What follows belongs to an exercise in optimizing a design on an open flow for a short achievable clock period and few clock cycles; a production flow would make more cautious choices.
Where RTL was checked, it was by simulation tests only, not by an equivalence proof against the original.
For run 3, only the layout was checked, not whether the RTL still works.
The clock port is modelled as an ideal driver; clocking choices that lean on that would not hold on a real chip.
Power is estimated from default activity; no workload was simulated.

===== design/flow/constraint.sdc =====
create_clock -name core_clock -period 8.0 [get_ports {clk}]
set_input_delay 1.6000 -clock core_clock [delete_from_list [all_inputs] [get_ports {clk}]]
set_output_delay 1.6000 -clock core_clock [all_outputs]
set_load 0.01 [all_outputs]

===== design/flow/config.mk =====
export PLATFORM = sky130hd
export DESIGN_NAME = mips
export DESIGN_NICKNAME = mips
export VERILOG_FILES = /design/flow/design.v
export SDC_FILE = /design/flow/constraint.sdc
export NUM_CORES = 8
export LEC_CHECK = 0
export ABC_CLOCK_PERIOD_IN_PS = 2000
export CAP_MARGIN = 20
export CORE_MARGIN = 2
export CORE_UTILIZATION = 50
export CTS_CLUSTER_DIAMETER = 100
export CTS_CLUSTER_SIZE = 25
export SLEW_MARGIN = 20
export SYNTH_HIERARCHICAL = 1
export SYNTH_MINIMUM_KEEP_SIZE = 0

===== design/flow/flow/run.sh =====
#!/bin/bash
# The standard layout (standard.sh) with these changes:
# - synthesis: Yosys's full/half-adder extraction is off, and ABC maps the
#   logic with the delay-oriented script flow/fast.abc instead of ORFS's
#   abc_speed.script, without a222oi (no size above _1) and without the
#   slow wide or/and/nor gates and the 5-input aoi/oai gates.
#   Flip-flops are mapped before ABC runs, so registers,
#   their names and their cells are those of the standard synthesis.
# - the port buffers are buf_8 cells rather than the delay cells that
#   buffer_ports picks by default;
# - timing repair aims for 5.5 ns of setup slack;
# - after CTS, flow/cts_post.tcl (with flow/retree.tcl) keeps CTS's leaf
#   clock buffers and drives them from 4 quadrant buffers that the clock port
#   feeds directly.
set -euo pipefail
W=$PWD
sed 's#^  log_cmd abc {\*}\$abc_args#  set abc_args [lreplace $abc_args 1 1 '"$W"'/flow/fast.abc]\n  foreach c {a222oi_1 or3_1 or3_2 or3_4 or3b_1 or3b_2 or3b_4 or4_1 or4_2 or4_4 or4b_1 or4b_2 or4b_4 or4bb_1 or4bb_2 or4bb_4 and4_1 and4_2 and4_4 and4b_1 and4b_2 and4b_4 and4bb_1 and4bb_2 and4bb_4 nor4_1 nor4_2 nor4_4 nor4b_1 nor4b_2 nor4b_4 nor4bb_1 nor4bb_2 nor4bb_4 a2111o_1 a2111o_2 a2111o_4 o2111a_1 o2111a_2 o2111a_4 a2111oi_0 a2111oi_1 a2111oi_2 a2111oi_4 o2111ai_1 o2111ai_2 o2111ai_4} { lappend abc_args -dont_use sky130_fd_sc_hd__$c }\n&#' \
    "$FLOW_HOME/scripts/synth.tcl" > "$W/synth_core.tcl"
grep -q "flow/fast.abc" "$W/synth_core.tcl"
sed "s#\$::env(SCRIPTS_DIR)/synth.tcl#$W/synth_core.tcl#" "$W/synth_recipe.tcl" > "$W/synth_fast.tcl"
sed "s#SYNTH_SCRIPT=[^ ]*#SYNTH_SCRIPT=$W/synth_fast.tcl SETUP_SLACK_MARGIN=5.5#" "$W/standard.sh" > "$W/standard_fast.sh"
grep -q "synth_fast.tcl" "$W/standard_fast.sh"
export ADDER_MAP_FILE=
export POST_CTS_TCL="$W/flow/cts_post.tcl"
export BUFFER_PORTS_ARGS="-buffer_cell sky130_fd_sc_hd__buf_8"
bash "$W/standard_fast.sh" finish > "$W/flow.log" 2>&1

===== design/flow/flow/retree.tcl =====
# Rebuild the top of the clock tree that CTS made: keep CTS's leaf buffers
# (those that drive flip-flops), drop the buffers above them, and drive the
# leaves from 4 clkbuf_16, one per quadrant of the leaves, which the clock
# port drives directly.
proc retree_is_buf {inst} {
  return [string match "sky130_fd_sc_hd__clkbuf_*" [[$inst getMaster] getName]]
}
proc retree_clock {} {
  set block [ord::get_db_block]
  set clkNet [$block findNet clk]
  set front [list $clkNet]
  set inner {}
  set leaves {}
  set dummies {}
  set seen 0
  while {[llength $front]} {
    set nxt {}
    foreach net $front {
      foreach it [$net getITerms] {
        if {[$it getIoType] ne "INPUT"} continue
        set inst [$it getInst]
        if {![retree_is_buf $inst]} {
          if {$net == $clkNet} { puts "retree: clock port drives [$inst getName] directly"; return 0 }
          continue
        }
        set out [[$inst findITerm X] getNet]
        if {$out == "NULL"} {
          # a dummy load CTS added for balance
          lappend dummies [list $inst $net]
          continue
        }
        set flops 0
        foreach o [$out getITerms] {
          if {[$o getInst] == $inst} continue
          if {![retree_is_buf [$o getInst]]} { incr flops }
        }
        if {$flops} { lappend leaves $inst } else { lappend inner $inst }
        lappend nxt $out
      }
    }
    set front $nxt
    if {[incr seen] > 20} { puts "retree: too deep"; return 0 }
  }
  puts "retree: [llength $inner] inner buffers, [llength $leaves] leaves"
  if {[llength $leaves] < 8} { return 0 }
  # quadrants around the median leaf
  set xs {}; set ys {}
  foreach l $leaves {
    set b [$l getBBox]
    lappend xs [expr {([$b xMin]+[$b xMax])/2}]
    lappend ys [expr {([$b yMin]+[$b yMax])/2}]
  }
  set sx [lsort -integer $xs]; set sy [lsort -integer $ys]
  set mx [lindex $sx [expr {[llength $sx]/2}]]; set my [lindex $sy [expr {[llength $sy]/2}]]
  for {set q 0} {$q < 4} {incr q} { set grp($q) {}; set gx($q) 0; set gy($q) 0 }
  foreach l $leaves x $xs y $ys {
    set q [expr {($x >= $mx ? 1 : 0) + ($y >= $my ? 2 : 0)}]
    lappend grp($q) $l
    set gx($q) [expr {$gx($q)+$x}]; set gy($q) [expr {$gy($q)+$y}]
  }
  # every leaf's input and every buffer fed by a leaf come loose
  foreach l $leaves {
    [$l findITerm A] disconnect
  }
  # dummy loads on the nets that go away go too
  set innerNets {}
  foreach b $inner { lappend innerNets [[$b findITerm X] getNet] }
  foreach d $dummies {
    lassign $d inst net
    if {$net == $clkNet || [lsearch -exact $innerNets $net] >= 0} { odb::dbInst_destroy $inst }
  }
  # remove the inner buffers and their nets
  foreach b $inner {
    set out [[$b findITerm X] getNet]
    odb::dbInst_destroy $b
    if {$out != "NULL" && [llength [$out getITerms]] == 0} { odb::dbNet_destroy $out }
  }
  set master [[ord::get_db] findMaster sky130_fd_sc_hd__clkbuf_16]
  for {set q 0} {$q < 4} {incr q} {
    set n [llength $grp($q)]
    if {$n == 0} continue
    set b [odb::dbInst_create $block $master "clkroot_q$q"]
    set net [odb::dbNet_create $block "clk_q$q"]
    $net setSigType CLOCK
    [$b findITerm A] connect $clkNet
    [$b findITerm X] connect $net
    foreach l $grp($q) { [$l findITerm A] connect $net }
    $b setLocation [expr {$gx($q)/$n}] [expr {$gy($q)/$n}]
    $b setPlacementStatus PLACED
    puts "retree: quadrant $q: $n leaves"
  }
  return 1
}

===== design/flow/flow/fast.abc =====
strash
&get -n
&st
&synch2
&if -g
&st
&dch -f
&nf {D}
&put
buffer
upsize {D}
dnsize {D}

===== design/flow/design.v =====
`default_nettype none
package mipsIsaPkg;
    typedef logic [32-1:0] wordT;
    typedef logic [5-1:0] regAddrT;
    typedef enum logic [5:0] {
        opSpecial = 6'h00,   
        opBeq     = 6'h04,
        opOri     = 6'h0d,
        opLui     = 6'h0f,
        opLw      = 6'h23,
        opSw      = 6'h2b
    } opcodeT;
    typedef enum logic [5:0] {
        fnAddu = 6'h21,
        fnSubu = 6'h23,
        fnAnd  = 6'h24,
        fnOr   = 6'h25,
        fnSlt  = 6'h2a
    } functT;
    typedef enum logic [2:0] {
        aluAdd,
        aluSub,
        aluAnd,
        aluOr,
        aluSlt,    
        aluPassB   
    } aluOpT;
endpackage
`default_nettype wire
`default_nettype none
package pipePkg;
    typedef enum logic [1:0] {
        wdNone = 2'd0,
        wdAlu  = 2'd1,
        wdMem  = 2'd2,
        wdExt  = 2'd3    
    } wdSrcT;
    typedef enum logic [1:0] {
        fwdReg   = 2'd0,   
        fwdFromE = 2'd1,
        fwdFromM = 2'd2,
        fwdFromW = 2'd3
    } fwdSelT;
    typedef logic [1:0] hazTimeT;
    localparam hazTimeT tUseBranch = 2'd0;
    localparam hazTimeT tUseAlu    = 2'd1;
    localparam hazTimeT tUseStore  = 2'd2;
    localparam hazTimeT tUseNone   = 2'd3;   
    localparam hazTimeT tNewNow  = 2'd0;
    localparam hazTimeT tNewAlu  = 2'd1;
    localparam hazTimeT tNewLoad = 2'd2;
endpackage
`default_nettype wire
`timescale 1ns/1ps
`default_nettype none
module mips (
    input  logic        clk,
    input  logic        rstN,
    output logic [31:0] instrAddr,
    input  logic [31:0] instrData,
    output logic [31:0] dataAddr,
    output logic [31:0] dataWdata,
    output logic        dataWe,
    input  logic [31:0] dataRdata,
    output logic        wbWe,
    output logic [4:0]  wbAddr,
    output logic [31:0] wbData,
    output logic [31:0] wbPc
);
    function automatic logic [31:0] ksAdd(input logic [31:0] x, input logic [31:0] y,
                                          input logic cin);
        logic [31:0] g, p, gg, pp, ng, np;
        g = x & y;
        p = x ^ y;
        gg = g;
        gg[0] = g[0] | (p[0] & cin);
        pp = p;
        for (int s = 1; s < 32; s = s * 2) begin
            ng = gg;
            np = pp;
            for (int i = s; i < 32; i++) begin
                ng[i] = gg[i] | (pp[i] & gg[i-s]);
                np[i] = pp[i] & pp[i-s];
            end
            gg = ng;
            pp = np;
        end
        ksAdd = p ^ {gg[30:0], cin};
    endfunction
    logic [31:0]  pc;
    logic         stall;                 
    logic         rValid;
    logic [31:0]  rInstr, rPc, rPc4, rPc8;
    logic [8:0]   rLo8, rMid0, rMid1;
    logic [31:18] rHiP, rHiM;
    logic [31:1]  rRsSel, rRtSel;        
    logic         rIsR, rIsOri, rIsLui, rIsLw, rIsSw, rIsBeq, rWr, rUseRs, rUseRt;
    logic         rPredT, rTake;
    logic         rSelAdd, rSelSub, rSelAnd, rSelOr, rSelSlt;
    logic [4:0]   rDest;                 
    logic         rWHitA, rWHitB;        
    logic         dValid;
    logic [31:0]  dPc, dImmVal, dAlt, dRfA, dRfB;
    logic         dIsR, dIsLw, dIsSw, dIsBeq, dWr, dPredT, dImmB;
    logic         dSelAdd, dSelSub, dSelAnd, dSelOr, dSelSlt;
    logic [4:0]   dDest, dRs, dRt;
    logic         dWHitA, dWHitB;        
    logic [3:0]   dSa, dSb, dSs;
    logic [4:0]   dFa, dFb;
    logic         dFs;
    logic         dSsLd;                 
    logic         eValid, eWr, eIsLw, eIsSw;
    logic         eMisEq, eMisNe;        
    logic         eSelAdd, eSelSub, eSelAnd, eSelOr, eSelSlt;
    logic [4:0]   eDest;
    logic [31:0]  eA, eB, eSd, ePc, eAlt;
    logic         eSdLd;                 
    logic         mValid, mWr, mIsLw, mStore;
    logic [4:0]   mDest;
    logic [31:0]  mRes, mAddr, mSd, mPc;
    logic         wWe;
    logic [4:0]   wDest;
    logic [31:0]  wData, wOut, wPc;
    logic [31:1]  wWeOh;
    logic [31:1]  rfValid;               
    logic [31:0]  regs [1:31];
    logic         mispredict;            
    logic         misPc, misPcOut;       
    logic [5:0]   fOp, fFn;
    logic [4:0]   fRs, fRt, fRd;
    logic         fIsR, fIsOri, fIsLui, fIsLw, fIsSw, fIsBeq, fPredT;
    logic [31:0]  fPc4, fPc8;
    logic [8:0]   fLo8, fMid0, fMid1;
    logic [31:0]  fHiP, fHiM;
    assign fOp = instrData[31:26];
    assign fFn = instrData[5:0];
    assign fRs = instrData[25:21];
    assign fRt = instrData[20:16];
    assign fRd = instrData[15:11];
    assign fIsR   = (fOp == 6'h00) && (fFn == 6'h21 || fFn == 6'h23 || fFn == 6'h24 ||
                                       fFn == 6'h25 || fFn == 6'h2a);
    assign fIsOri = (fOp == 6'h0d);
    assign fIsLui = (fOp == 6'h0f);
    assign fIsLw  = (fOp == 6'h23);
    assign fIsSw  = (fOp == 6'h2b);
    assign fIsBeq = (fOp == 6'h04);
    assign fPredT = instrData[15] || (fRs == fRt);
    pcAdd fPc4Add (.a(pc), .k(32'd4), .s(fPc4));
    pcAdd fPc8Add (.a(pc), .k(32'd8), .s(fPc8));
    tgtAdd8 fLoAdd   (.a(pc[9:2]),   .b(instrData[7:0]),  .cin(1'b1), .s(fLo8));
    tgtAdd8 fMid0Add (.a(pc[17:10]), .b(instrData[15:8]), .cin(1'b0), .s(fMid0));
    tgtAdd8 fMid1Add (.a(pc[17:10]), .b(instrData[15:8]), .cin(1'b1), .s(fMid1));
    pcAdd fHiPAdd (.a(pc), .k(32'h0004_0000), .s(fHiP));
    pcAdd fHiMAdd (.a(pc), .k(32'hfffc_0000), .s(fHiM));
    logic [4:0]   nRsR, nRtR;
    assign nRsR = stall ? rInstr[25:21] : fRs;
    assign nRtR = stall ? rInstr[20:16] : fRt;
    logic [4:0]   rRs, rRt;
    logic [15:0]  rImm;
    logic [31:0]  rfA, rfB, rTarget;
    assign rRs  = rInstr[25:21];
    assign rRt  = rInstr[20:16];
    assign rImm = rInstr[15:0];
    always_comb begin
        rfA = 32'd0;
        rfB = 32'd0;
        for (int i = 1; i < 32; i++) begin
            rfA = rfA | ({32{rRsSel[i]}} & regs[i]);
            rfB = rfB | ({32{rRtSel[i]}} & regs[i]);
        end
    end
    logic [8:0] rMid;
    assign rMid    = rLo8[8] ? rMid1 : rMid0;
    assign rTarget = {(rMid[8] && !rImm[15]) ? rHiP : (!rMid[8] && rImm[15]) ? rHiM :
                      rPc[31:18], rMid[7:0], rLo8[7:0], 2'b00};
    assign rDest   = rIsR ? rInstr[15:11] : rInstr[20:16];
    logic [4:0]   nRsD, nRtD;
    logic         nLuiD, nImmBD, nWr;
    logic         eHitA, eHitB, mHitA, mHitB, wHitA, wHitB;
    logic [3:0]   nSa, nSb, nSs;
    assign nRsD   = stall ? dRs : rRs;
    assign nRtD   = stall ? dRt : rRt;
    assign nLuiD  = stall ? 1'b0 : rIsLui;      
    assign nImmBD = stall ? dImmB : !(rIsR || rIsBeq);
    assign eHitA = !stall && dValid && dWr && (dDest != 5'd0) && (dDest == rRs);
    assign eHitB = !stall && dValid && dWr && (dDest != 5'd0) && (dDest == rRt);
    assign mHitA = eValid && eWr && (eDest != 5'd0) && (eDest == nRsD);
    assign mHitB = eValid && eWr && (eDest != 5'd0) && (eDest == nRtD);
    assign wHitA = mValid && mWr && (mDest != 5'd0) && (mDest == nRsD);
    assign wHitB = mValid && mWr && (mDest != 5'd0) && (mDest == nRtD);
    assign nSs = eHitB ? 4'b0000 : mHitB ? (eIsLw ? 4'b0001 : 4'b0010) :
                 wHitB ? 4'b0100 : 4'b1000;
    assign nSa = (nLuiD || eHitA) ? 4'b0000 : mHitA ? (eIsLw ? 4'b0001 : 4'b0010) :
                 wHitA ? 4'b0100 : 4'b1000;
    assign nSb = nImmBD ? 4'b0000 : nSs;
    logic nStall;
    assign nStall = !stall && !mispredict && rValid && dValid && dIsLw && (dDest != 5'd0) &&
                    ((rUseRs && rRs == dDest) || (rUseRt && rRt == dDest));
    logic [31:0]  sum, diff, andv, orv, aluOut;
    logic         slt;
    assign sum  = ksAdd(eA, eB, 1'b0);
    assign diff = ksAdd(eA, ~eB, 1'b1);
    assign andv = eA & eB;
    assign orv  = eA | eB;
    assign slt  = (eA[31] ^ eB[31]) ? eA[31] : diff[31];
    assign aluOut = ({32{eSelAdd}} & sum) | ({32{eSelSub}} & diff) |
                    ({32{eSelAnd}} & andv) | ({32{eSelOr}} & orv) |
                    {31'd0, eSelSlt & slt};
    logic [31:0] eqBits;
    assign eqBits = ~(eA ^ eB);
    brMiss eMissCtl (.eqBits(eqBits), .misEq(eMisEq), .misNe(eMisNe), .miss(mispredict));
    brMiss eMissPc  (.eqBits(eqBits), .misEq(eMisEq), .misNe(eMisNe), .miss(misPc));
    brMiss eMissOut (.eqBits(eqBits), .misEq(eMisEq), .misNe(eMisNe), .miss(misPcOut));
    function automatic logic [31:0] fwd(input logic [4:0] f);
        fwd = ({32{f[0]}} & sum) | ({32{f[1]}} & diff) | ({32{f[2]}} & andv) |
              ({32{f[3]}} & orv) | {31'd0, f[4] & slt};
    endfunction
    logic [31:0] pcOut;
    assign instrAddr = pcOut;
    logic [31:0] pcNext;
    logic [31:0] pcSeq;
    assign pcSeq  = stall ? pc : (rValid && rTake) ? rTarget : fPc4;
    assign pcNext = misPc ? eAlt : pcSeq;
    logic [31:0] pcSeqR;
    assign pcSeqR = rstN ? pcSeq : 32'h0000_3000;
    always_ff @(posedge clk or negedge rstN) begin
        if (!rstN) begin
            pc <= 32'h0000_3000;
        end else begin
            pc <= pcNext;
        end
    end
    always_ff @(posedge clk) begin
        pcOut <= misPcOut ? eAlt : pcSeqR;
    end
    always_ff @(posedge clk or negedge rstN) begin
        if (!rstN) begin
            rValid <= 1'b0;
            stall  <= 1'b0;
        end else begin
            if (mispredict) begin
                rValid <= 1'b0;
            end else if (!stall) begin
                rValid <= 1'b1;
            end
            stall <= nStall;
        end
    end
    always_ff @(posedge clk) begin
        if (!stall) begin
            rInstr  <= instrData;
            rPc     <= pc;
            rPc4    <= fPc4;
            rLo8    <= fLo8;
            rMid0   <= fMid0;
            rMid1   <= fMid1;
            rHiP    <= fHiP[31:18];
            rHiM    <= fHiM[31:18];
            rPc8    <= fPc8;
            rIsR    <= fIsR;
            rIsOri  <= fIsOri;
            rIsLui  <= fIsLui;
            rIsLw   <= fIsLw;
            rIsSw   <= fIsSw;
            rIsBeq  <= fIsBeq;
            rWr     <= fIsR | fIsOri | fIsLui | fIsLw;
            rUseRs  <= fIsR | fIsOri | fIsLw | fIsSw | fIsBeq;
            rUseRt  <= fIsR | fIsBeq;           
            rPredT  <= fPredT;
            rTake   <= fIsBeq && fPredT;
            rSelAdd <= (fIsR && fFn == 6'h21) || fIsLw || fIsSw;
            rSelSub <= fIsR && fFn == 6'h23;
            rSelAnd <= fIsR && fFn == 6'h24;
            rSelOr  <= (fIsR && fFn == 6'h25) || fIsOri || fIsLui;
            rSelSlt <= fIsR && fFn == 6'h2a;
        end
    end
    always_ff @(posedge clk) begin
        for (int i = 1; i < 32; i++) begin
            rRsSel[i] <= (nRsR == 5'(i)) && (rfValid[i] || wWeOh[i]);
            rRtSel[i] <= (nRtR == 5'(i)) && (rfValid[i] || wWeOh[i]);
        end
        rWHitA <= mValid && mWr && (mDest != 5'd0) && (mDest == nRsR);
        rWHitB <= mValid && mWr && (mDest != 5'd0) && (mDest == nRtR);
    end
    always_ff @(posedge clk or negedge rstN) begin
        if (!rstN) begin
            dValid <= 1'b0;
        end else if (mispredict) begin
            dValid <= 1'b0;
        end else if (!stall) begin
            dValid <= rValid;
        end
    end
    always_ff @(posedge clk) begin
        if (!stall) begin
            dPc     <= rPc;
            dIsR    <= rIsR;
            dIsLw   <= rIsLw;
            dIsSw   <= rIsSw;
            dIsBeq  <= rIsBeq;
            dWr     <= rWr;
            dDest   <= rDest;
            dRs     <= rRs;
            dRt     <= rRt;
            dPredT  <= rPredT;
            dImmB   <= !(rIsR || rIsBeq);
            dSelAdd <= rSelAdd;
            dSelSub <= rSelSub;
            dSelAnd <= rSelAnd;
            dSelOr  <= rSelOr;
            dSelSlt <= rSelSlt;
            dImmVal <= rIsLui ? {rImm, 16'h0000} : rIsOri ? {16'h0000, rImm} :
                       {{16{rImm[15]}}, rImm};
            dAlt    <= rPredT ? rPc8 : rTarget;
        end
    end
    always_ff @(posedge clk) begin
        dRfA <= stall ? (dWHitA ? wData : dRfA) : (rWHitA ? wData : rfA);
        dRfB <= stall ? (dWHitB ? wData : dRfB) : (rWHitB ? wData : rfB);
        dWHitA <= wHitA;
        dWHitB <= wHitB;
        dSa <= nSa;
        dSb <= nSb;
        dSs <= nSs;
        dFa <= {5{eHitA && !rIsLui}} & {dSelSlt, dSelOr, dSelAnd, dSelSub, dSelAdd};
        dFb <= {5{eHitB && (rIsR || rIsBeq)}} & {dSelSlt, dSelOr, dSelAnd, dSelSub, dSelAdd};
        dFs <= eHitB && !dIsLw;
        dSsLd <= eHitB && dIsLw;
    end
    always_ff @(posedge clk or negedge rstN) begin
        if (!rstN) begin
            eValid <= 1'b0;
            eMisEq <= 1'b0;
            eMisNe <= 1'b0;
        end else begin
            eValid <= dValid && !stall;
            eMisEq <= dValid && !stall && dIsBeq && !dPredT;
            eMisNe <= dValid && !stall && dIsBeq && dPredT;
        end
    end
    logic [4:0] dFsv;
    assign dFsv = {5{dFs}} & {eSelSlt, eSelOr, eSelAnd, eSelSub, eSelAdd};
    always_ff @(posedge clk) begin
        eWr     <= dWr;
        eIsLw   <= dIsLw;
        eIsSw   <= dIsSw;
        eDest   <= dDest;
        eSelAdd <= dSelAdd;
        eSelSub <= dSelSub;
        eSelAnd <= dSelAnd;
        eSelOr  <= dSelOr;
        eSelSlt <= dSelSlt;
        eA      <= fwd(dFa) | ({32{dSa[0]}} & dataRdata) | ({32{dSa[1]}} & mRes) |
                   ({32{dSa[2]}} & wData) | ({32{dSa[3]}} & dRfA);
        eB      <= fwd(dFb) | ({32{dSb[0]}} & dataRdata) | ({32{dSb[1]}} & mRes) |
                   ({32{dSb[2]}} & wData) | ({32{dSb[3]}} & dRfB) |
                   ({32{dImmB}} & dImmVal);
        eSd     <= fwd(dFsv) | ({32{dSs[0]}} & dataRdata) | ({32{dSs[1]}} & mRes) |
                   ({32{dSs[2]}} & wData) | ({32{dSs[3]}} & dRfB);
        ePc     <= dPc;
        eAlt    <= dAlt;
        eSdLd   <= dSsLd;
    end
    always_ff @(posedge clk or negedge rstN) begin
        if (!rstN) begin
            mValid <= 1'b0;
            mStore <= 1'b0;
        end else begin
            mValid <= eValid;
            mStore <= eValid && eIsSw;
        end
    end
    always_ff @(posedge clk) begin
        mWr   <= eWr;
        mIsLw <= eIsLw;
        mDest <= eDest;
        mRes  <= aluOut;
        mPc   <= ePc;
        mAddr <= sum & {32{eIsLw | eIsSw}};
        mSd   <= eSdLd ? dataRdata : eSd;
    end
    assign dataAddr  = mAddr;
    assign dataWdata = mSd;
    assign dataWe    = mStore;
    always_ff @(posedge clk or negedge rstN) begin
        if (!rstN) begin
            wWe   <= 1'b0;
            wWeOh <= '0;
        end else begin
            wWe <= mValid && mWr;
            for (int i = 1; i < 32; i++) wWeOh[i] <= mValid && mWr && (mDest == 5'(i));
        end
    end
    always_ff @(posedge clk) begin
        wDest <= mDest;
        wData <= mIsLw ? dataRdata : mRes;
        wOut  <= (mIsLw ? dataRdata : mRes) & {32{mWr}};
        wPc   <= mPc;
    end
    assign wbWe   = wWe;
    assign wbAddr = wDest;
    assign wbData = wOut;
    assign wbPc   = wPc;
    always_ff @(posedge clk or negedge rstN) begin
        if (!rstN) begin
            rfValid <= '0;
        end else begin
            rfValid <= rfValid | wWeOh;
        end
    end
    always_ff @(posedge clk) begin
        for (int i = 1; i < 32; i++) begin
            if (wWeOh[i]) regs[i] <= wData;
        end
    end
endmodule
module brMiss (
    input  logic [31:0] eqBits,
    input  logic        misEq,
    input  logic        misNe,
    output logic        miss
);
    assign miss = (&eqBits) ? misEq : misNe;
endmodule
module pcAdd (
    input  logic [31:0] a,
    input  logic [31:0] k,
    output logic [31:0] s
);
    assign s = a + k;
endmodule
module tgtAdd8 (
    input  logic [7:0] a,
    input  logic [7:0] b,
    input  logic       cin,
    output logic [8:0] s
);
    assign s = {1'b0, a} + {1'b0, b} + {8'd0, cin};
endmodule
`default_nettype wire

===== design/flow/flow/cts_post.tcl =====
source [file join [file dirname [info script]] retree.tcl]
if {[retree_clock]} {
  detailed_placement
  estimate_parasitics -placement
  report_clock_latency
  repair_timing_helper
  detailed_placement
  check_placement -verbose
  estimate_parasitics -placement
  report_clock_latency
} else {
  puts "cts_post: clock tree left as CTS made it"
}

===== design/flow/standard.sh =====
#!/bin/bash
# synth_recipe.tcl (not shown) runs the flow's synth.tcl, then flattens the netlist and writes it again
# the make line also repeats each setting of config.mk as NAME=value (left out here)
make -C /OpenROAD-flow-scripts/flow DESIGN_CONFIG=/design/flow/config.mk WORK_HOME=/design/flow/orfs CLKGATE_MAP_FILE= SYNTH_SCRIPT=/design/flow/synth_recipe.tcl "${@:-finish}"

==> flow_summary.yaml, run 1 <==
outcome:
  status: "finished clean"
drt:
  wl_met2_mm: 165
  antenna_left: 0
  dr_wl_met3_mm: 61.0
  highest_layer: "met5"
  drt_drc_violations_left: 0
  wire_per_inst_um: 37.4
  dr_total_vias: 75900
  routed_wl_mm: 400
  via_per_inst: 7.10
  drt-pass1-iter-count: 7
  drt-met1-wl_mm: 143
  drtIter0Drc: 13900
yosys:
  syn_avg_cell_area_sq_um: 11.8
  postSynthCellCount: 7489
  synth.yosys.warnings: 8
  synth_area_sq_um: 88200
timing:
  setup_tns_ns: 0
  setup_viol: 0
  finalHoldViolations: 0
  tightest_slew_ns: 1.26
  slew_headroom_pct: 15.8
  min_period_ns: 2.78
  fmax_mhz: 360
  rsz0062_at_grt: "yes"
  timing.final.crit_share_pct: 34.7
  maxSlewViolCount: 0
  finClkSkew_ns: 0.0751
critical_path:
  crit_family: "flip-flops"
  r2r-start: "eB[14]"
  worstSetupPathDepth: 1
  critPathMaxStageDelay_ns: 0.41
  cp_slowest_cell: "dfxtp_4"
  crit_path_end_kind: "primary output"
  reg2regPathDepth: 12
  path_buf_inv: 1
  crit_fanout: 1
  crit_chain: "buf_8"
  path_class: "flip-flop to primary output"
  rrSetupSlack_ns: 5.29
  critPathLaunchType: "flip-flop"
  r2r-end: "pcOut[20]"
  required_ns: 6.40
  arrival_ns: 1.18
die:
  dieHeight_um: 424
  rows: 154
  start_util_pct: 50.2
  fp.dieW_um: 424
  boundaryPins: 233
  core-area_sq_um: 176000
  die-area_sq_um: 180000
worst_hold_path:
  whs_endpoint: "wPc[26]"
  hold_class: "flip-flop to flip-flop"
  hold_depth: 0
  min_from: "mPc[26]"
cells_and_area:
  instances_no_fill: 10700
  layout-drive-gt1-share_pct: 22.7
  top_register: "regs"
  final_area_sq_um: 106000
  largest_reg_flops: 992
  syn_to_final_growth_pct: 20.4
  nets: 8349
global_route:
  grt_first_pass_wirelength_mm: 541
  antenna_found_initial: 17
  grt_max_degree: 119
  globalRouteOverflowTotal: 0
  grt_pass1_vias: 70900
  grt_usage_pct: 42.8
pwr:
  p_per_area_nw_per_um2: 250
  switching_share_pct: 33.3
  p_seq_share_pct: 48.9
  comb_power_share_pct: 30.3
  intPower_w: 0.0177
  p_leak_nw: 37.7
  p_clk_share_pct: 20.8
  power_switching_w: 0.00884
  ir_drop_v: 0.000287
placed_design:
  dp.cells: 10200
  dp_hpwl_mm: 233
  numPortBuffers: 232
  place_area_sq_um: 96300
  gp_congestion: 1.01
clock_network:
  tritoncts: "yes"
  clkLatencyLatePin_ns: 0.66
  clock-sinks: 1974
  clk_transition_reported_paths_ns: 0.11
job:
  drv_cap: 0
## power by group through the flow
stage / registers, W / logic (W) / clock network (W)
floorplan: 0.0131 / 0.00382 / 0
global placement: 0.0132 / 0.00620 / 0
detailed placement: 0.0132 / 0.00623 / 0
global route: 0.0131 / 0.00855 / 0.00584
finish: 0.0130 / 0.00804 / 0.00551
## worst max path at each step
stage / startpoint / end / slack (ns)
5_1_grt: wOut[30] / wbData[30] / 5.20
2_1_floorplan: dataRdata[19] / eSd[19] / 5.34
3_5_place_dp: eA[7] / pcOut[31] / 4.22
3_3_place_gp: eA[7] / pcOut[24] / 4.27
6_report: wOut[30] / wbData[30] / 5.22
## per-stage QoR
step / utilization, % / total power, W / setup slack (ns) / hold WS, ns
floorplan: - / 0.0169 / 5.34 / 0.310
global placement: 54.8 / 0.0194 / 4.27 / 0.313
detailed placement: 54.8 / 0.0194 / 4.22 / 0.312
global route: 60.4 / 0.0274 / 5.20 / 0.309
finish: 60.4 / 0.0265 / 5.22 / 0.293
## metal layers
metal / vias to the layer above / GRT usage, %
met1: 37100 / 56.7
met3: 1492 / 14.1
met5: - / 0.134
met2: 6742 / 60.9
li1: 30500 / -
met4: 8 / 25.6
## layout by cell type, fill, tap and decap left out, drive strengths merged, types with 53 or more instances in the layout
cell type and count:
a21oi 254, o21ai 348, inv 116, a22o 197, and2 129, conb 377, edfxtp 1328, nand2b 57
a221oi 204, clkbuf 145, nor2 429, dfxtp 543, nand3 186, dfrtp 101, nor3 135, nand4 364
a221o 91, o221ai 53, a22oi 855, xor2 185, mux2 88, a31oi 119, nor2b 72, nand2 610
xnor2 208, buf 714
## cell type report, clock buffers not listed
cell class	count	area (sq um)
Clock inverter	12	223
Antenna cell	13	32.5
Buffer	4	100
Fill cell	14200	69600
Inverter	119	547
Tap cell	2340	2930
Sequential cell	1974	54100
Timing Repair Buffer	719	7990
Multi-Input combinational cell	5376	37900
Testbench counts, summed over its fixed seeds: cycles 22,219.
==> run 2: changes to the inputs <==
--- a/design/flow/flow/run.sh
+++ b/design/flow/flow/run.sh
@@ -9,6 +9,8 @@
 # - the port buffers are buf_8 cells rather than the delay cells that
 #   buffer_ports picks by default;
 # - timing repair aims for 5.5 ns of setup slack;
+# - after global placement, flow/place_post.tcl puts the flip-flops that
+#   only drive an output port next to that port's buffer;
 # - after CTS, flow/cts_post.tcl (with flow/retree.tcl) keeps CTS's leaf
 #   clock buffers and drives them from 4 quadrant buffers that the clock port
 #   feeds directly.
@@ -22,5 +24,6 @@
 grep -q "synth_fast.tcl" "$W/standard_fast.sh"
 export ADDER_MAP_FILE=
 export POST_CTS_TCL="$W/flow/cts_post.tcl"
+export POST_GLOBAL_PLACE_TCL="$W/flow/place_post.tcl"
 export BUFFER_PORTS_ARGS="-buffer_cell sky130_fd_sc_hd__buf_8"
 bash "$W/standard_fast.sh" finish > "$W/flow.log" 2>&1
==> design/flow/flow/place_post.tcl (new file) <==
# Runs at the end of ORFS's global placement (POST_GLOBAL_PLACE_TCL): put
# each flip-flop that drives only an output port's buffer (and is not on a
# tight input path) right beside that buffer, so the wire to the port is
# short. Detailed placement legalizes them afterwards.
set block [ord::get_db_block]
set moved 0
foreach bt [$block getBTerms] {
  if {[$bt getIoType] ne "OUTPUT"} continue
  set net [$bt getNet]
  if {$net == "NULL"} continue
  set drv ""
  foreach it [$net getITerms] { if {[$it isOutputSignal]} { set drv [$it getInst] } }
  if {$drv == "" || ![string match "*buf*" [[$drv getMaster] getName]]} continue
  set in [[$drv findITerm A] getNet]
  if {$in == "NULL"} continue
  set ff ""
  set loads 0
  foreach it [$in getITerms] {
    if {[$it isOutputSignal]} { set ff [$it getInst] } else { incr loads }
  }
  if {$ff == "" || $loads != 1} continue
  set fname [$ff getName]
  if {![string match "*DFF*" $fname]} continue
  if {[string match "pcOut*" $fname] || [string match "mAddr*" $fname]} continue
  set b [$drv getBBox]
  $ff setLocation [$b xMin] [$b yMin]
  incr moved
}
puts "place_post: moved $moved output flip-flops beside their port buffers"
--- a/design/flow/flow/retree.tcl
+++ b/design/flow/flow/retree.tcl
@@ -1,7 +1,7 @@
 # Rebuild the top of the clock tree that CTS made: keep CTS's leaf buffers
 # (those that drive flip-flops), drop the buffers above them, and drive the
-# leaves from 4 clkbuf_16, one per quadrant of the leaves, which the clock
-# port drives directly.
+# leaves from 4 buf_16, one per quadrant of the leaves, which the clock port
+# drives directly.
 proc retree_is_buf {inst} {
   return [string match "sky130_fd_sc_hd__clkbuf_*" [[$inst getMaster] getName]]
 }
@@ -75,7 +75,7 @@
     odb::dbInst_destroy $b
     if {$out != "NULL" && [llength [$out getITerms]] == 0} { odb::dbNet_destroy $out }
   }
-  set master [[ord::get_db] findMaster sky130_fd_sc_hd__clkbuf_16]
+  set master [[ord::get_db] findMaster sky130_fd_sc_hd__buf_16]
   for {set q 0} {$q < 4} {incr q} {
     set n [llength $grp($q)]
     if {$n == 0} continue
==> run 2 against run 1 <==
Net effect: still clean; core utilization is 0.16 points lower; design area is 0.27% lower; sequential cell count stayed put; worst hold slack worse by 0.041 ns; synthesized cell count stayed put; worst setup slack better by 0.034 ns; global-route usage is 0.12 points higher; combinational power is 0.5% higher; clock skew is 0.021 ns higher; clock power is 0.7% lower; critical endpoint is now instrAddr[0]; largest cell class unchanged.
==> flow_summary.yaml, run 2 <==
die:
  rows: 154
  dieHeight_um: 424
  fp.dieW_um: 424
  boundaryPins: 233
  core-area_sq_um: 176000
  start_util_pct: 50.2
  die-area_sq_um: 180000
critical_path:
  crit_path_end_kind: "primary output"
  cp_slowest_cell: "dfxtp_4"
  crit_fanout: 1
  path_buf_inv: 1
  worstSetupPathDepth: 1
  r2r-start: "eB[7]"
  critPathMaxStageDelay_ns: 0.38
  reg2regPathDepth: 12
  path_class: "flip-flop to primary output"
  arrival_ns: 1.14
  required_ns: 6.40
  crit_family: "flip-flops"
  critPathLaunchType: "flip-flop"
  rrSetupSlack_ns: 5.30
  r2r-end: "pcOut[18]"
  crit_chain: "buf_8"
timing:
  hold_ws_ns: 0.253
  finalHoldViolations: 0
  setup_viol: 0
  min_period_ns: 2.74
  maxSlewViolCount: 0
  finClkSkew_ns: 0.0963
  tightest_slew_ns: 1.23
  setup_tns_ns: 0
  slew_headroom_pct: 18.2
  rsz0062_at_grt: "yes"
  timing.final.crit_share_pct: 34.3
  fmax_mhz: 364
pwr:
  intPower_w: 0.0177
  p_per_area_nw_per_um2: 251
  p_seq_share_pct: 48.9
  p_clk_share_pct: 20.6
  power_switching_w: 0.00887
  p_leak_nw: 37.5
  switching_share_pct: 33.4
  ir_drop_v: 0.000269
  comb_power_share_pct: 30.5
cells_and_area:
  postLayoutCoreUtil_pct: 60.2
  layout-drive-gt1-share_pct: 22.4
  top_register: "regs"
  regArea_sq_um: 54100
  final_area_sq_um: 106000
  syn_to_final_growth_pct: 20.0
  fillers: 14200
  nets: 8329
  final_common_cell: "edfxtp_1"
  multiInputGateArea_sq_um: 37900
  largest_reg_flops: 992
  instances_no_fill: 10700
  layout_common_cells: "1328 x edfxtp_1, 854 x a22oi_1, 595 x nand2_1"
drt:
  routed_wl_mm: 400
  drt_drc_violations_left: 0
  drt-pass1-iter-count: 10
  wire_per_inst_um: 37.6
  via_per_inst: 7.11
  drt-met1-wl_mm: 143
  antenna_left: 0
  dr_total_vias: 75800
  dr_wl_met3_mm: 60.5
  wl_met2_mm: 166
  highest_layer: "met5"
  drtIter0Drc: 13700
job:
  drv_cap: 0
clock_network:
  clock-sinks: 1974
  clkLatencyLatePin_ns: 0.66
  tritoncts: "yes"
  clk_transition_reported_paths_ns: 0.10
yosys:
  synth_area_sq_um: 88200
  synth.yosys.warnings: 8
  postSynthCellCount: 7489
  syn_avg_cell_area_sq_um: 11.8
worst_hold_path:
  hold_class: "flip-flop to flip-flop"
  min_from: "mPc[23]"
  hold_depth: 0
  whs_endpoint: "wPc[23]"
global_route:
  grt_first_pass_wirelength_mm: 543
  grt_max_degree: 119
  grt_pass1_vias: 71200
  globalRouteOverflowTotal: 0
  antenna_found_initial: 18
  grt_usage_pct: 42.9
placed_design:
  numPortBuffers: 232
  dp.cells: 10200
  place_area_sq_um: 96300
  dp_hpwl_mm: 234
outcome:
  status: "finished clean"
-- run 2: cell count changes in the layout (fill, tap and decap cells not counted), moves of 7 or more --
cell,before,now
buf_4,387,379
buf_6,54,47
clkbuf_1,53,40
nand2_1,588,595
nand2_2,19,11
xnor2_2,32,25
xnor2_4,9,17
-- run 2: stage by stage --
| step | total power, W | setup WS, ns |
|---|---|---|
| 2_1_floorplan | 0.0169 | 5.34 |
| 3_3_place_gp | 0.0194 | 4.27 |
| 3_5_place_dp | 0.0194 | 4.26 |
| 5_1_grt | 0.0275 | 5.26 |
| 6_report | 0.0265 | 5.26 |
-- run 2: how the worst max path moves through the flow --
stage | start | endpoint | slack (ns)
after floorplan | dataRdata[19] | eSd[19] | 5.34
after global placement | eA[7] | pcOut[24] | 4.27
after detailed placement | eB[23] | pcOut[26] | 4.26
after global routing | mStore | dataWe | 5.26
final | pcOut[0] | instrAddr[0] | 5.26
-- run 2: per-layer routing --
layer / up-vias / global-route usage, %
li1: 30500 / -
met1: 37100 / 56.7
met2: 6631 / 61.4
met3: 1528 / 14.2
met4: 20 / 25.2
met5: - / 0.376
-- run 2: layout make-up, clock buffers not listed --
cell class / count / share of cell area, %
diodes: 7 / 0.0165
plain buffers: 4 / 0.104
clock inverters: 14 / 0.178
inverters: 119 / 0.514
multi-input cells: 5375 / 35.8
flip-flops and latches: 1974 / 51.1
well taps: 2340 / 2.77
repair buffers: 699 / 7.28
repair inverters: 1 / 0.00709
-- run 2: power groups by stage --
stage	clock [W]	sequential (W)	combinational, W
2_1_floorplan	0	0.0131	0.00382
3_3_place_gp	0	0.0132	0.00620
3_5_place_dp	0	0.0132	0.00623
5_1_grt	0.00580	0.0131	0.00860
6_report	0.00547	0.0130	0.00808
==> run 3: changes to the inputs <==
--- a/design/flow/design.v
+++ b/design/flow/design.v
@@ -109,12 +109,14 @@
     logic [4:0]   dFa, dFb;
     logic         dFs;
     logic         dSsLd;                 
+    logic         dLdA, dLdB;            
     logic         eValid, eWr, eIsLw, eIsSw;
     logic         eMisEq, eMisNe;        
     logic         eSelAdd, eSelSub, eSelAnd, eSelOr, eSelSlt;
     logic [4:0]   eDest;
     logic [31:0]  eA, eB, eSd, ePc, eAlt;
     logic         eSdLd;                 
+    logic         eLdA, eLdB;            
     logic         mValid, mWr, mIsLw, mStore;
     logic [4:0]   mDest;
     logic [31:0]  mRes, mAddr, mSd, mPc;
@@ -195,13 +197,17 @@
     assign nSb = nImmBD ? 4'b0000 : nSs;
     logic nStall;
     assign nStall = !stall && !mispredict && rValid && dValid && dIsLw && (dDest != 5'd0) &&
-                    ((rUseRs && rRs == dDest) || (rUseRt && rRt == dDest));
+                    ((rUseRs && rRs == dDest) || (rUseRt && rRt == dDest)) &&
+                    !(rSelAnd || (rSelOr && !rIsLui));    
     logic [31:0]  sum, diff, andv, orv, aluOut;
     logic         slt;
     assign sum  = ksAdd(eA, eB, 1'b0);
     assign diff = ksAdd(eA, ~eB, 1'b1);
-    assign andv = eA & eB;
-    assign orv  = eA | eB;
+    logic [31:0] logA, logB;
+    assign logA = eLdA ? dataRdata : eA;
+    assign logB = eLdB ? dataRdata : eB;
+    assign andv = logA & logB;
+    assign orv  = logA | logB;
     assign slt  = (eA[31] ^ eB[31]) ? eA[31] : diff[31];
     assign aluOut = ({32{eSelAdd}} & sum) | ({32{eSelSub}} & diff) |
                     ({32{eSelAnd}} & andv) | ({32{eSelOr}} & orv) |
@@ -323,8 +329,10 @@
         dSa <= nSa;
         dSb <= nSb;
         dSs <= nSs;
-        dFa <= {5{eHitA && !rIsLui}} & {dSelSlt, dSelOr, dSelAnd, dSelSub, dSelAdd};
-        dFb <= {5{eHitB && (rIsR || rIsBeq)}} & {dSelSlt, dSelOr, dSelAnd, dSelSub, dSelAdd};
+        dFa <= {5{eHitA && !rIsLui && !dIsLw}} & {dSelSlt, dSelOr, dSelAnd, dSelSub, dSelAdd};
+        dFb <= {5{eHitB && (rIsR || rIsBeq) && !dIsLw}} & {dSelSlt, dSelOr, dSelAnd, dSelSub, dSelAdd};
+        dLdA <= eHitA && !rIsLui && dIsLw;
+        dLdB <= eHitB && (rIsR || rIsBeq) && dIsLw;
         dFs <= eHitB && !dIsLw;
         dSsLd <= eHitB && dIsLw;
     end
@@ -361,6 +369,8 @@
         ePc     <= dPc;
         eAlt    <= dAlt;
         eSdLd   <= dSsLd;
+        eLdA    <= dLdA;
+        eLdB    <= dLdB;
     end
     always_ff @(posedge clk or negedge rstN) begin
         if (!rstN) begin
==> run 3 against run 2 <==
Net effect: design area rose by 0.22%; sequential cell count increased by 4; combinational power is 2% lower; largest cell class unchanged; still clean on timing, DRC and antenna; via count fell by 0.89%; global-route usage shrank 1.8 points; core utilization about the same; routed wire length fell by 3.3%.
==> flow_summary.yaml, run 3 <==
drt:
  drt-pass1-iter-count: 7
  drtIter0Drc: 12500
  dr_total_vias: 75100
  routed_wl_mm: 387
  via_per_inst: 7.00
  antenna_left: 0
  drt_drc_violations_left: 0
  wire_per_inst_um: 36.1
yosys:
  postSynthCellCount: 7552
  synth_area_sq_um: 88700
  synth.yosys.warnings: 8
  syn_avg_cell_area_sq_um: 11.7
outcome:
  status: "finished clean"
pwr:
  switching_share_pct: 33.6
  p_per_area_nw_per_um2: 250
  p_clk_share_pct: 20.8
  p_seq_share_pct: 49.3
  ir_drop_v: 0.000256
  p_leak_nw: 37.6
  intPower_w: 0.0176
  power_switching_w: 0.00891
  comb_power_share_pct: 29.9
timing:
  setup_viol: 0
  setup_tns_ns: 0
  rsz0062_at_grt: "yes"
  slew_headroom_pct: 21.3
  maxSlewViolCount: 0
  finalHoldViolations: 0
  finClkSkew_ns: 0.0676
  min_period_ns: 2.75
  tightest_slew_ns: 1.18
  fmax_mhz: 363
  timing.final.crit_share_pct: 34.4
cells_and_area:
  final_common_cell: "edfxtp_1"
  instances_no_fill: 10700
  layout-drive-gt1-share_pct: 22.0
  regArea_sq_um: 54100
  syn_to_final_growth_pct: 19.6
  multiInputGateArea_sq_um: 38400
  top_register: "regs"
  nets: 8381
  largest_reg_flops: 992
  final_area_sq_um: 106000
  postLayoutCoreUtil_pct: 60.2
  layout_common_cells: "1328 x edfxtp_1, 1083 x a22oi_1, 714 x nand2_1"
  fillers: 14300
placed_design:
  place_area_sq_um: 97000
  dp_hpwl_mm: 228
  numPortBuffers: 232
  dp.cells: 10300
critical_path:
  path_buf_inv: 1
  crit_path_end_kind: "primary output"
  path_class: "flip-flop to primary output"
  reg2regPathDepth: 14
  crit_family: "flip-flops"
  rrSetupSlack_ns: 5.26
  r2r-end: "pcOut[21]"
  critPathMaxStageDelay_ns: 0.42
  crit_fanout: 1
  cp_slowest_cell: "dfxtp_4"
  required_ns: 6.40
  r2r-start: "eB[2]"
  crit_chain: "buf_8"
  arrival_ns: 1.15
  critPathLaunchType: "flip-flop"
global_route:
  globalRouteOverflowTotal: 0
  grt_first_pass_wirelength_mm: 528
  grt_usage_pct: 41.1
  grt_pass1_vias: 70500
  antenna_found_initial: 20
  grt_max_degree: 78
die:
  boundaryPins: 233
  start_util_pct: 50.3
  dieHeight_um: 425
  fp.dieW_um: 425
  core-area_sq_um: 176000
  rows: 154
  die-area_sq_um: 181000
worst_hold_path:
  hold_class: "flip-flop to flip-flop"
  hold_depth: 0
  whs_endpoint: "wPc[26]"
  min_from: "mPc[26]"
clock_network:
  tritoncts: "yes"
  clkLatencyLatePin_ns: 0.62
  clk_transition_reported_paths_ns: 0.11
  clock-sinks: 1978
job:
  drv_cap: 0
run 3: cell type report, clock buffers not listed:
type | instances | share of cell area, %
Multi-Input combinational cell | 5460 | 36.2
Tap cell | 2340 | 2.76
Timing Repair inverter | 1 | 0.00826
Timing Repair Buffer | 670 | 7.07
Inverter | 112 | 0.459
Buffer | 4 | 0.104
Sequential cell | 1978 | 51.0
Clock inverter | 19 | 0.228
Antenna cell | 5 | 0.0118
run 3: worst max path at each step:
| stage | slack, ns | end | cells past startpoint | from |
|---|---|---|---|---|
| after floorplan | 5.24 | dRfA[0] | 5 | stall |
| after global placement | 4.52 | pcOut[18] | 10 | eB[27] |
| after detailed placement | 4.40 | pcOut[20] | 10 | eB[27] |
| after global routing | 5.22 | dataAddr[31] | 1 | mAddr[31] |
| final | 5.25 | instrAddr[6] | 1 | pcOut[6] |
run 3: stage by stage:
| step | setup WS (ns) | hold slack, ns | total power, W |
|---|---|---|---|
| 3_5_place_dp | 4.40 | 0.312 | 0.0194 |
| 6_report | 5.25 | 0.283 | 0.0265 |
| 3_3_place_gp | 4.52 | 0.311 | 0.0194 |
| 5_1_grt | 5.22 | 0.293 | 0.0274 |
| 2_1_floorplan | 5.24 | 0.310 | 0.0169 |
run 3: metal layers:
layer | GRT usage, % | vias up | share of wire, %
met5 | 0.767 | - | 0.047
met4 | 19.3 | 14 | 5.9
met3 | 14.3 | 1207 | 15
met2 | 59.6 | 6226 | 42
met1 | 55.3 | 37000 | 37
li1 | - | 30700 | -
run 3: power by group through the flow:
stage | registers, W | logic, W | clock network [W]
global placement | 0.0133 | 0.00608 | 0
global route | 0.0131 | 0.00844 | 0.00585
finish | 0.0131 | 0.00793 | 0.00551
floorplan | 0.0131 | 0.00380 | 0
detailed placement | 0.0133 | 0.00610 | 0
==> run 4: changes to the inputs <==
--- a/design/flow/design.v
+++ b/design/flow/design.v
@@ -127,7 +127,8 @@
     logic [31:1]  rfValid;               
     logic [31:0]  regs [1:31];
     logic         mispredict;            
-    logic         misPc, misPcOut;       
+    logic         misPc;                 
+    logic [3:0]   misPcOut;              
     logic [5:0]   fOp, fFn;
     logic [4:0]   fRs, fRt, fRd;
     logic         fIsR, fIsOri, fIsLui, fIsLw, fIsSw, fIsBeq, fPredT;
@@ -216,7 +217,10 @@
     assign eqBits = ~(eA ^ eB);
     brMiss eMissCtl (.eqBits(eqBits), .misEq(eMisEq), .misNe(eMisNe), .miss(mispredict));
     brMiss eMissPc  (.eqBits(eqBits), .misEq(eMisEq), .misNe(eMisNe), .miss(misPc));
-    brMiss eMissOut (.eqBits(eqBits), .misEq(eMisEq), .misNe(eMisNe), .miss(misPcOut));
+    brMiss eMissOut0 (.eqBits(eqBits), .misEq(eMisEq), .misNe(eMisNe), .miss(misPcOut[0]));
+    brMiss eMissOut1 (.eqBits(eqBits), .misEq(eMisEq), .misNe(eMisNe), .miss(misPcOut[1]));
+    brMiss eMissOut2 (.eqBits(eqBits), .misEq(eMisEq), .misNe(eMisNe), .miss(misPcOut[2]));
+    brMiss eMissOut3 (.eqBits(eqBits), .misEq(eMisEq), .misNe(eMisNe), .miss(misPcOut[3]));
     function automatic logic [31:0] fwd(input logic [4:0] f);
         fwd = ({32{f[0]}} & sum) | ({32{f[1]}} & diff) | ({32{f[2]}} & andv) |
               ({32{f[3]}} & orv) | {31'd0, f[4] & slt};
@@ -237,7 +241,8 @@
         end
     end
     always_ff @(posedge clk) begin
-        pcOut <= misPcOut ? eAlt : pcSeqR;
+        for (int k = 0; k < 4; k++)
+            pcOut[8*k +: 8] <= misPcOut[k] ? eAlt[8*k +: 8] : pcSeqR[8*k +: 8];
     end
     always_ff @(posedge clk or negedge rstN) begin
         if (!rstN) begin
==> run 4 against run 3 <==
Net effect: global-route usage is 0.82 points higher; first-iteration DRC count is 6.3% higher; sequential cell count stayed put; via count is 0.99% higher; worst hold slack worse by 0.018 ns; core utilization hardly changed; area after synthesis is 0.34% higher; register-to-register slack better by 0.11 ns; critical path depth stayed put; synthesized cell count is 0.49% higher; critical path type unchanged; highest routed layer unchanged.
==> flow_summary.yaml, run 4 <==
critical_path:
  critPathLaunchType: "flip-flop"
  crit_chain: "buf_8"
  cp_slowest_cell: "dfxtp_4"
  crit_family: "flip-flops"
  path_class: "flip-flop to primary output"
  required_ns: 6.40
  path_buf_inv: 1
  arrival_ns: 1.14
  crit_path_end_kind: "primary output"
  critPathMaxStageDelay_ns: 0.37
  crit_fanout: 1
timing:
  rsz0062_at_grt: "yes"
  finalHoldViolations: 0
  setup_viol: 0
  fin_ws_ns: 5.26
  timing.final.crit_share_pct: 34.3
  finClkSkew_ns: 0.0931
  setup_tns_ns: 0
  slew_headroom_pct: 17.5
  fmax_mhz: 365
  min_period_ns: 2.74
  maxSlewViolCount: 0
  tightest_slew_ns: 1.24
drt:
  wire_per_inst_um: 36.7
  antenna_left: 0
  via_per_inst: 7.05
  dr_total_vias: 75800
  drt-pass1-iter-count: 9
  drt_drc_violations_left: 0
  drtIter0Drc: 13300
  routed_wl_mm: 395
yosys:
  syn_avg_cell_area_sq_um: 11.7
  postSynthCellCount: 7589
  synth.yosys.warnings: 8
  synth_area_sq_um: 89000
die:
  dieHeight_um: 426
  die-area_sq_um: 181000
  start_util_pct: 50.4
  rows: 154
  core-area_sq_um: 176000
  boundaryPins: 233
  fp.dieW_um: 426
pwr:
  p_seq_share_pct: 49.1
  intPower_w: 0.0176
  comb_power_share_pct: 29.9
  p_clk_share_pct: 21.1
  p_per_area_nw_per_um2: 249
  switching_share_pct: 33.4
  power_switching_w: 0.00884
  ir_drop_v: 0.000272
  p_leak_nw: 37.5
cells_and_area:
  top_register: "regs"
  largest_reg_flops: 992
  final_area_sq_um: 106000
  layout-drive-gt1-share_pct: 21.6
  nets: 8408
  layout_common_cells: "1328 x edfxtp_1, 1016 x a22oi_1, 683 x nand2_1"
  final_common_cell: "edfxtp_1"
  syn_to_final_growth_pct: 19.5
global_route:
  grt_max_degree: 147
  globalRouteOverflowTotal: 0
  grtUsageMet2_pct: 60.0
  use_met1_pct: 55.7
  grt_usage_pct: 42.0
  grt_first_pass_wirelength_mm: 536
  antenna_found_initial: 14
  grt_use_met3_pct: 13.8
  top_usage_layer: "met2"
  grt_pass1_vias: 71000
placed_design:
  dp_hpwl_mm: 234
  place_area_sq_um: 97200
  numPortBuffers: 232
  preCtsSetupSlack_ns: 4.04
outcome:
  status: "finished clean"
job:
  drv_cap: 0
clock_network:
  clock-sinks: 1978
  tritoncts: "yes"
  clk_transition_reported_paths_ns: 0.11
  clkLatencyLatePin_ns: 0.65
worst_hold_path:
  hold_class: "flip-flop to flip-flop"
## run 4: routing by layer
layer / share of wire [%] / wire length [um] / up-vias
li1: - / - / 30800
met5: 0.016 / 64 / -
met1: 36 / 143000 / 37000
met2: 42 / 164000 / 6577
met4: 7.2 / 28500 / 8
met3: 15 / 58700 / 1399
## run 4: worst register-to-register path, stage by stage, from the launching register on
cell and delay [ns]:
dfxtp_4 0.41, xor2_4 0.21, clkinv_4 0.12, a211oi_4 0.36
o211ai_2 0.23, a31o_4 0.31, o31ai_4 0.33, o31ai_1 0.12
a221o_1 0.38
## run 4: stage by stage
step                utilization (%)  cells  hold WS (ns)  total power, W
floorplan                         -   7964         0.310          0.0169
global placement               55.1  10300         0.311          0.0195
detailed placement             55.1  10300         0.312          0.0195
global route                   60.2  10800         0.299          0.0275
finish                         60.2  10800         0.265          0.0265
## run 4: power groups by stage
| stage | Combinational, W | Sequential, W | Clock [W] |
|---|---|---|---|
| after detailed placement | 0.00627 | 0.0133 | 0 |
| after floorplan | 0.00382 | 0.0131 | 0 |
| final | 0.00791 | 0.0130 | 0.00558 |
| after global placement | 0.00623 | 0.0133 | 0 |
| after global routing | 0.00847 | 0.0131 | 0.00593 |
## run 4: final cells by class, clock buffers not listed
cell class	instances	area [sq um]
fillers	14400	70200
diodes	6	15.0
multi-input cells	5492	38500
inverters	110	532
repair buffers	667	7460
well taps	2340	2930
clock inverters	14	241
repair inverters	1	5.00
plain buffers	4	110
flip-flops and latches	1978	54100
## run 4: path summary, 6_finish.rpt
| check | start | to | slack, ns | cells after the start |
|---|---|---|---|---|
| hold reg to reg | ePc[4] | mPc[4] | 0.26 | 0 |
| setup / recovery | mAddr[15] | dataAddr[15] | 5.26 | 1 |
| hold / removal | ePc[4] | mPc[4] | 0.26 | 0 |
| max in group asynchronous | rstN | wWeOh[12] | 6.03 | 1 |
| min in group asynchronous | rstN | pc[1] | 1.08 | 1 |
| setup reg to reg | eA[3] | mRes[20] | 5.37 | 8 |
Testbench counts of run 4, summed over its fixed seeds: cycles 22,080.

[afterwards: timing with drivers on the ports]
No port has a modelled driver above. Below, the same layouts with a new extraction and two added sets of constraints. Step 1: set_driving_cell puts a clkbuf_16 on clk and a buf_2 on each other input, an assumption about the parent block. Step 2 moves the port delays by t, midway between the first and last clock arrival at a register: inputs arrive t later, outputs are due t later. That takes back most of the time a late clock gives input paths. Three values: ideal, step 1, step 2; two values: the first two.
run	shift t [ns]	setup WS [ns]	cell pins on the clock port's net
run 1	0.819	5.221 / 5.025 / 4.780	4
run 2	0.821	5.255 / 5.045 / 4.829	4
run 3	0.798	5.248 / 5.043 / 4.904	4
run 4	0.808	5.257 / 5.052 / 4.811	4
After both steps setup and hold are still met in every run listed. For run 4, which loses most, drivers alone change the setup slack by -0.205 ns; drivers and shift together by -0.446 ns.
